What follows belongs to an exercise in optimizing a design on an open flow for small area, a short achievable clock period and few clock cycles per item; a production flow would make more cautious choices.
At most, simulation tests tie the RTL to the original design; equivalence was not proved.
Power is estimated from default activity; no workload was simulated.

==> 04-05 <==
// muldiv_iter
module muldiv_iter #(
  parameter int unsigned XLEN          = 32,
  parameter int unsigned MUL_ITERATIVE = 0
) (
  input  logic            clk_i,
  input  logic            rst_ni,
  input  logic            valid_i,
  output logic            ready_o,
  input  logic [2:0]      op_i,
  input  logic [XLEN-1:0] a_i,
  input  logic [XLEN-1:0] b_i,
  input  logic            kill_i,
  output logic            valid_o,
  input  logic            ready_i,
  output logic [XLEN-1:0] result_o,
  output logic            busy_o
);
  localparam logic [1:0] S_IDLE = 2'd0;
  localparam logic [1:0] S_PREP = 2'd1;
  localparam logic [1:0] S_ITER = 2'd2;
  localparam logic [1:0] S_FIN  = 2'd3;
  logic [1:0]  st_q, st_d;
  logic        rv_q, rv_d;
  logic        ld_q, ld_d;        
  logic        busy_q, busy_d;
  logic [2:0]  op_q;
  logic [34:0] acc_q, acc_d;
  logic [31:0] lo_q, lo_d;
  logic [33:0] bm_q, bm_d;
  logic [4:0]  cnt_q, cnt_d;
  logic        last_q, last_d;    
  logic [1:0]  cls_q, cls_d;      
  ...
clock: 13.5 ns
lec_check: 0
cap_margin: 40
core_margin: 2
core_utilization: 40
slew_margin: 40
run.sh (not shown) runs the stock make flow with config.mk's settings and CLKGATE_MAP_FILE= SYNTH_SCRIPT=/design/flow/synth_recipe.tcl, a recipe that flattens the netlist after the stock synthesis.
==> 08-06 (differences from 04-05) <==
--- a/flow/design.v
+++ b/flow/design.v
@@ -33,17 +33,16 @@
   logic        k17_q, k17_d;      
   logic [5:0]  bo_q, bo_d;        
   logic        dfin_q, dfin_d;    
   logic        aneg_q, bneg_q, negq_q;
   logic [5:0]  la_q, lb_q;
   logic [31:0] res_q, res_d;
-  logic        c_xen_q, c_xinv_q, c_kc_q, c_m_q, c_2m_q, c_lo_q, c_2lo_q, c_sx_q;
-  logic        c_inv0_q, c_one1_q, c_two1_q, c_lo1_q, c_2lo1_q, c_neg1_q;
-  logic        swp_q, swp_d;      
-  logic        c_xen, c_xinv, c_kc, c_m, c_2m, c_lo, c_2lo, c_sx;
-  logic        c_inv0, c_one1, c_two1, c_lo1, c_2lo1, c_neg1;
+  logic        c_xen_q, c_xinv_q, c_kc_q, c_m_q, c_2m_q, c_lo_q, c_sx_q;
+  logic        c_inv0_q, c_dyn_q, c_fix_q, c_one1_q, c_two1_q, c_neg1_q;
+  logic        c_xen, c_xinv, c_kc, c_m, c_2m, c_lo, c_sx;
+  logic        c_inv0, c_dyn, c_fix, c_one1, c_two1, c_neg1;
   function automatic logic [5:0] lzc32(input logic [31:0] x);
     logic [7:0]  z4;
     logic [15:0] c4;
     logic [3:0]  z8;
     logic [11:0] c8;
     logic [1:0]  z16;
@@ -80,32 +79,32 @@
   assign stall  = (st_q == S_ITER) & last_q & rv_q & ~dfin_q;
   assign ld     = ld_q;     
   logic        sgn_a_in, sgn_b_in, ext_a, ext_b;
   logic        a8, a16, a32, b8, b16, b32, a_nar;
   logic [1:0]  cmin;
   logic        sel_a;
-  logic        swp;
+  logic [31:0] lo_in;
   logic [5:0]  bo_a, bo_b;
   logic        aneg_in, bneg_in;
   logic [5:0]  la_in, lb_in;
   always_comb begin
     sgn_a_in = (op_i != 3'd3) & (op_i != 3'd5) & (op_i != 3'd7);
     sgn_b_in = (op_i == 3'd0) | (op_i == 3'd1) | (op_i == 3'd4) | (op_i == 3'd6);
     ext_a    = sgn_a_in & a_i[31];
     ext_b    = sgn_b_in & b_i[31];
-    a8  = (sgn_a_in & (&a_i[31:7]))  | ~(|a_i[31:7]);
-    a16 = (sgn_a_in & (&a_i[31:15])) | ~(|a_i[31:15]);
-    a32 = sgn_a_in | ~a_i[31];
-    b8  = (sgn_b_in & (&b_i[31:7]))  | ~(|b_i[31:7]);
-    b16 = (sgn_b_in & (&b_i[31:15])) | ~(|b_i[31:15]);
-    b32 = sgn_b_in | ~b_i[31];
+    a8  = ext_a ? (&a_i[31:7])  : ~(|a_i[31:7]);
+    a16 = ext_a ? (&a_i[31:15]) : ~(|a_i[31:15]);
+    a32 = ext_a | ~a_i[31];
+    b8  = ext_b ? (&b_i[31:7])  : ~(|b_i[31:7]);
+    b16 = ext_b ? (&b_i[31:15]) : ~(|b_i[31:15]);
+    b32 = ext_b | ~b_i[31];
     a_nar = (a8 & ~b8) | (a16 & ~b16) | (a32 & ~b32);
     sel_a = op_i[2] | a_nar;
-    swp   = ld & ~sel_a;
     if (a_nar) cmin = a8 ? 2'd0 : a16 ? 2'd1 : 2'd2;
     else       cmin = b8 ? 2'd0 : b16 ? 2'd1 : b32 ? 2'd2 : 2'd3;
+    lo_in = sel_a ? a_i : b_i;
     bo_a  = {bdec(a_i[3:1]), bdec({a_i[1:0], 1'b0})};
     bo_b  = {bdec(b_i[3:1]), bdec({b_i[1:0], 1'b0})};
     aneg_in = ~op_i[0] & a_i[31];
     bneg_in = ~op_i[0] & b_i[31];
     la_in   = lzc32(a_i ^ {32{aneg_in}});
     lb_in   = lzc32(b_i ^ {32{bneg_in}});
@@ -121,40 +120,37 @@
     bneg_p = sdiv & bm_q[31];
     b0_p   = lb_q[5];
     sh     = {1'b0, lb_q} + {6'd0, aneg_p} - {1'b0, la_q};
     qz_p   = sh[6];
   end
   logic        inv0, inv1, k0, k1, kc, kcin;
-  logic [34:0] x, y0, y1, bmx, lox;
-  logic [36:0] r0, r1, r2, cs_s, cs_c;
-  logic [37:0] fsum;
-  logic [36:0] full;
+  logic [34:0] x, y0, y1, bmx;
+  logic [37:0] r0, r1, r2, cs_s, cs_c;
+  logic [38:0] fsum;
+  logic [37:0] full;
   logic [34:0] sum;
   assign bmx = {bm_q[33], bm_q};
-  assign lox = {{3{c_sx_q & lo_q[31]}}, lo_q};
   always_comb begin
-    y0   = ({35{c_m_q}} & bmx) |
+    y0   = ({35{c_m_q | (c_fix_q & acc_q[34])}} & bmx) |
            ({35{c_2m_q}} & {bm_q, 1'b0}) |
-           ({35{c_lo_q}} & lox) |
-           ({35{c_2lo_q}} & {lox[33:0], 1'b0});
-    inv0 = c_inv0_q;
-    y1   = ({35{c_one1_q}} & bmx) | ({35{c_two1_q}} & {bm_q, 1'b0}) |
-           ({35{c_lo1_q}} & lox) | ({35{c_2lo1_q}} & {lox[33:0], 1'b0});
+           ({35{c_lo_q}} & {{3{c_sx_q & lo_q[31]}}, lo_q});
+    inv0 = c_inv0_q ^ (c_dyn_q & acc_q[34]);
+    y1   = ({35{c_one1_q}} & bmx) | ({35{c_two1_q}} & {bm_q, 1'b0});
     inv1 = c_neg1_q;
     k0   = inv0;
     k1   = inv1;
     kcin = inv1;
     kc   = c_kc_q;
     x    = (acc_q & {35{c_xen_q}}) ^ {35{c_xinv_q}};
-    r0   = {{2{x[34]}}, x};
-    r1   = {{2{y0[34] ^ inv0}}, y0 ^ {35{inv0}}};
-    r2   = {y1[34:0] ^ {35{inv1}}, k1, k0};
+    r0   = {{3{x[34]}}, x};
+    r1   = {{3{y0[34] ^ inv0}}, y0 ^ {35{inv0}}};
+    r2   = {y1[34] ^ inv1, y1 ^ {35{inv1}}, k1, k0};
     cs_s = r0 ^ r1 ^ r2;
     cs_c = (r0 & r1) | (r0 & r2) | (r1 & r2);
-    fsum = {cs_s, 1'b1} + {cs_c[35:0], kc, kcin};
-    full = fsum[37:1];
+    fsum = {cs_s, 1'b1} + {cs_c[36:0], kc, kcin};
+    full = fsum[38:1];
     sum  = full[34:0];
   end
   always_comb begin
     res_d = sum[31:0];
     if (st_q == S_ITER && !k17_q) begin
       if (op_q[2]) begin
@@ -164,14 +160,14 @@
           2'd0:    res_d = {full[27:0], lo_q[31:28]};
           2'd1:    res_d = {full[19:0], lo_q[31:20]};
           default: res_d = {full[3:0],  lo_q[31:4]};
         endcase
       end else begin
         case (cls_q)
-          2'd0:    res_d = {{23{full[36]}}, full[36:28]};
-          2'd1:    res_d = {{15{full[36]}}, full[36:20]};
+          2'd0:    res_d = {{22{full[37]}}, full[37:28]};
+          2'd1:    res_d = {{14{full[37]}}, full[37:20]};
           default: res_d = full[35:4];
         endcase
       end
     end
   end
   always_comb begin
@@ -181,13 +177,12 @@
     cnt_d  = cnt_q;
     cls_d  = cls_q;
     st_d   = st_q;
     last_d = last_q;
     k17_d  = k17_q;
     bo_d   = bo_q;
-    swp_d  = 1'b0;
     dfin_d = dfin_q;
     case (st_q)
       S_PREP: begin
         acc_d  = sum;
         lo_d   = {32{b0_p}};
         bm_d   = bm_q << sh[4:0];
@@ -204,19 +199,14 @@
           if (op_q[2]) begin
             acc_d = sum;
             lo_d  = {lo_q[30:0], ~sum[34]};
             if (!last_q) bm_d = {bm_q[33], bm_q[33:1]};
           end else if (k17_q) begin
             acc_d = sum;
-          end else if (swp_q) begin
-            acc_d = {{2{full[36]}}, full[36:4]};
-            lo_d  = {full[3:0], bm_q[31:4]};
-            bm_d  = lox[33:0];
-            bo_d  = {bdec(bm_q[7:5]), bdec(bm_q[5:3])};
           end else begin
-            acc_d = {{2{full[36]}}, full[36:4]};
+            acc_d = {full[37], full[37:4]};
             lo_d  = {full[3:0], lo_q[31:4]};
             if (cls_q == 2'd3 && cnt_q == 5'd1) begin
               k17_d = 1'b1;
               bo_d  = 6'b000_001;
             end else begin
               bo_d  = {bdec(lo_q[7:5]), bdec(lo_q[5:3])};
@@ -228,16 +218,15 @@
         if (!rv_q) st_d = S_IDLE;
       end
       default: ;
     endcase
     if (ld) begin
       acc_d  = '0;
-      lo_d   = a_i;
-      bm_d   = {{2{ext_b}}, b_i};
-      bo_d   = bo_a;
-      swp_d  = ~sel_a;
+      lo_d   = lo_in;
+      bm_d   = sel_a ? {{2{ext_b}}, b_i} : {{2{ext_a}}, a_i};
+      bo_d   = sel_a ? bo_a : bo_b;
       last_d = 1'b0;
       k17_d  = 1'b0;
       dfin_d = 1'b0;
       cls_d  = cmin;
       case (cmin)
         2'd0:    cnt_d = 5'd1;
@@ -259,17 +248,16 @@
     c_xen  = 1'b0;
     c_xinv = 1'b0;
     c_kc   = 1'b0;
     c_m    = 1'b0;
     c_2m   = 1'b0;
     c_lo   = 1'b0;
-    c_2lo  = 1'b0;
-    c_lo1  = 1'b0;
-    c_2lo1 = 1'b0;
     c_sx   = 1'b0;
     c_inv0 = 1'b0;
+    c_dyn  = 1'b0;
+    c_fix  = 1'b0;
     c_one1 = 1'b0;
     c_two1 = 1'b0;
     c_neg1 = 1'b0;
     case (st_d)
       S_PREP: begin
         c_lo   = 1'b1;
@@ -277,64 +265,38 @@
         c_inv0 = aneg_in;
       end
       S_ITER: begin
         c_xen = 1'b1;
         if (op_n[2]) begin
           c_m    = 1'b1;
-          c_inv0 = ~bneg_n ^ ((st_q == S_ITER) & sum[34]);
+          c_inv0 = ~bneg_n;
+          c_dyn  = 1'b1;
         end else begin
-          if (swp) begin
-            c_lo   = bo_b[0];
-            c_2lo  = bo_b[1];
-            c_inv0 = bo_b[2];
-            c_lo1  = bo_b[3];
-            c_2lo1 = bo_b[4];
-            c_neg1 = bo_b[5];
-            c_kc   = bo_b[5];
-            c_sx   = sgn_a_in;
-          end else begin
-            c_m    = bo_d[0];
-            c_2m   = bo_d[1];
-            c_inv0 = bo_d[2];
-            c_one1 = bo_d[3];
-            c_two1 = bo_d[4];
-            c_neg1 = bo_d[5];
-            c_kc   = bo_d[5];
-          end
+          c_m    = bo_d[0];
+          c_2m   = bo_d[1];
+          c_inv0 = bo_d[2];
+          c_one1 = bo_d[3];
+          c_two1 = bo_d[4];
+          c_neg1 = bo_d[5];
+          c_kc   = bo_d[5];
         end
       end
       S_FIN: begin
         if (op_n[1]) begin
           c_xen  = 1'b1;
           c_xinv = aneg_n;
           c_kc   = aneg_n;
-          c_m    = (st_q == S_ITER) & sum[34];
-          c_inv0 = (st_q == S_ITER) & sum[34] & (aneg_n ^ bneg_n);
+          c_fix  = 1'b1;
+          c_dyn  = aneg_n ^ bneg_n;
         end else begin
           c_lo   = 1'b1;
           c_inv0 = negq_n;
         end
       end
       default: ;
     endcase
-    if (stall || (st_q == S_FIN && rv_q)) begin
-      c_xen  = c_xen_q;
-      c_xinv = c_xinv_q;
-      c_kc   = c_kc_q;
-      c_m    = c_m_q;
-      c_2m   = c_2m_q;
-      c_lo   = c_lo_q;
-      c_2lo  = c_2lo_q;
-      c_lo1  = c_lo1_q;
-      c_2lo1 = c_2lo1_q;
-      c_sx   = c_sx_q;
-      c_inv0 = c_inv0_q;
-      c_one1 = c_one1_q;
-      c_two1 = c_two1_q;
-      c_neg1 = c_neg1_q;
-    end
   end
   always_comb begin
     rv_d = rv_q;
     if (ready_i)         rv_d = 1'b0;
     if (fin_go | dir_go) rv_d = 1'b1;
     if (kill_i)          rv_d = 1'b0;
@@ -356,30 +318,28 @@
     end
   end
   always_ff @(posedge clk_i) begin
     acc_q  <= acc_d;
     lo_q   <= lo_d;
     bm_q   <= bm_d;
-    swp_q  <= swp_d;
     cnt_q  <= cnt_d;
     cls_q  <= cls_d;
     last_q <= last_d;
     k17_q  <= k17_d;
     bo_q   <= bo_d;
     dfin_q <= dfin_d;
     c_xen_q  <= c_xen;
     c_xinv_q <= c_xinv;
     c_kc_q   <= c_kc;
     c_m_q    <= c_m;
     c_2m_q   <= c_2m;
     c_lo_q   <= c_lo;
-    c_2lo_q  <= c_2lo;
-    c_lo1_q  <= c_lo1;
-    c_2lo1_q <= c_2lo1;
     c_sx_q   <= c_sx;
     c_inv0_q <= c_inv0;
+    c_dyn_q  <= c_dyn;
+    c_fix_q  <= c_fix;
     c_one1_q <= c_one1;
     c_two1_q <= c_two1;
     c_neg1_q <= c_neg1;
     if (ld) begin
       op_q <= op_i;
       la_q <= la_in;
==> 04-22 (differences from 04-05) <==
==> flow/flow/run.sh (new file) <==
#!/bin/bash
set -euo pipefail
export SETUP_SLACK_MARGIN=9.0
bash standard.sh > standard.log 2>&1
==> flow/standard.sh (new file) <==
#!/bin/bash
# synth_recipe.tcl (not shown) runs the flow's synth.tcl, then flattens the netlist and writes it again
# the make line also repeats each setting of config.mk as NAME=value (left out here)
make -C /OpenROAD-flow-scripts/flow DESIGN_CONFIG=/design/flow/config.mk WORK_HOME=/design/flow/orfs CLKGATE_MAP_FILE= SYNTH_SCRIPT=/design/flow/synth_recipe.tcl "${@:-finish}"
removed: flow/run.sh
==> impl_metrics.csv <==
group,metric,value,unit
power,total_leakage_power,8.22,nW
placed_design,hpwl,62600,um
clocking,clock-sinks,185,
die,initial_core_util,40.5,%
run_status,status,"complete, no violations",
global_routing,grt_pass1_wl,124000,um
route,routed_wl,84700,um
-- figures above: 08-06

==> impl_metrics.csv <==
group,metric,value,unit
die,initial_core_util,40.3,%
route,routed_wl,98700,um
run_status,status,"complete, no violations",
power,total_leakage_power,10.1,nW
placed_design,hpwl,66700,um
worst_setup_path,crit_type,"flop to flop",
global_routing,grt_pass1_wl,141000,um
clocking,clock-sinks,187,
-- figures above: 04-22

==> impl_metrics.csv <==
group,metric,value,unit
run_status,status,"complete, no violations",
die,initial_core_util,40.3,%
placed_design,hpwl,65400,um
route,routed_wl,90200,um
logic_synthesis,syn_area,0.0205,mm^2
logic_synthesis,synthMuxAreaShare,7.07,%
global_routing,grt_pass1_wl,132000,um
power,total_leakage_power,8.69,nW
worst_setup_path,cp-end-kind,"flop",
clocking,clock-sinks,187,
-- figures above: 04-05

Testbench counts of 04-05, summed over its fixed seeds: cycles 49,800, items 8,000.
Testbench counts of 04-22, summed over its fixed seeds: cycles 49,800, items 8,000.
For 08-06, only the layout was checked, not whether the RTL still works.

[re-timing with driven ports]
The flow's constraints put no driver on any port. The routed layouts listed below were extracted and timed again, unchanged, in two steps.
Step 1: set_driving_cell puts a clkbuf_16 on clk_i and a buf_2 on each other input, an assumption about the parent block.
Step 2 moves the port delays by t, midway between the first and last clock arrival at a register: inputs arrive t later, outputs are due t later. That takes back most of the time a late clock gives input paths.
Three values: no drivers, after step 1, after step 2; two values: the first two.
run	shift t [ns]	setup WS [ns]	worst hold slack (ns)	latest minus earliest clock arrival (ns)	pins driven straight from the clock port
04-05	0.561	7.422 / 7.422 / 7.422	0.458 / 0.458 / 0.458	0.015 / 0.016	1
08-06	0.537	7.271 / 7.306 / 6.769	0.470 / 0.470 / 0.470	0.015 / 0.016	1
04-22	0.564	8.790 / 8.790 / 8.512	0.471 / 0.471 / 0.471	0.021 / 0.022	1
After both steps every run listed still meets setup and hold. The setup slack of 08-06, which loses most, moves by +0.035 ns with the drivers and by -0.502 ns with both steps.
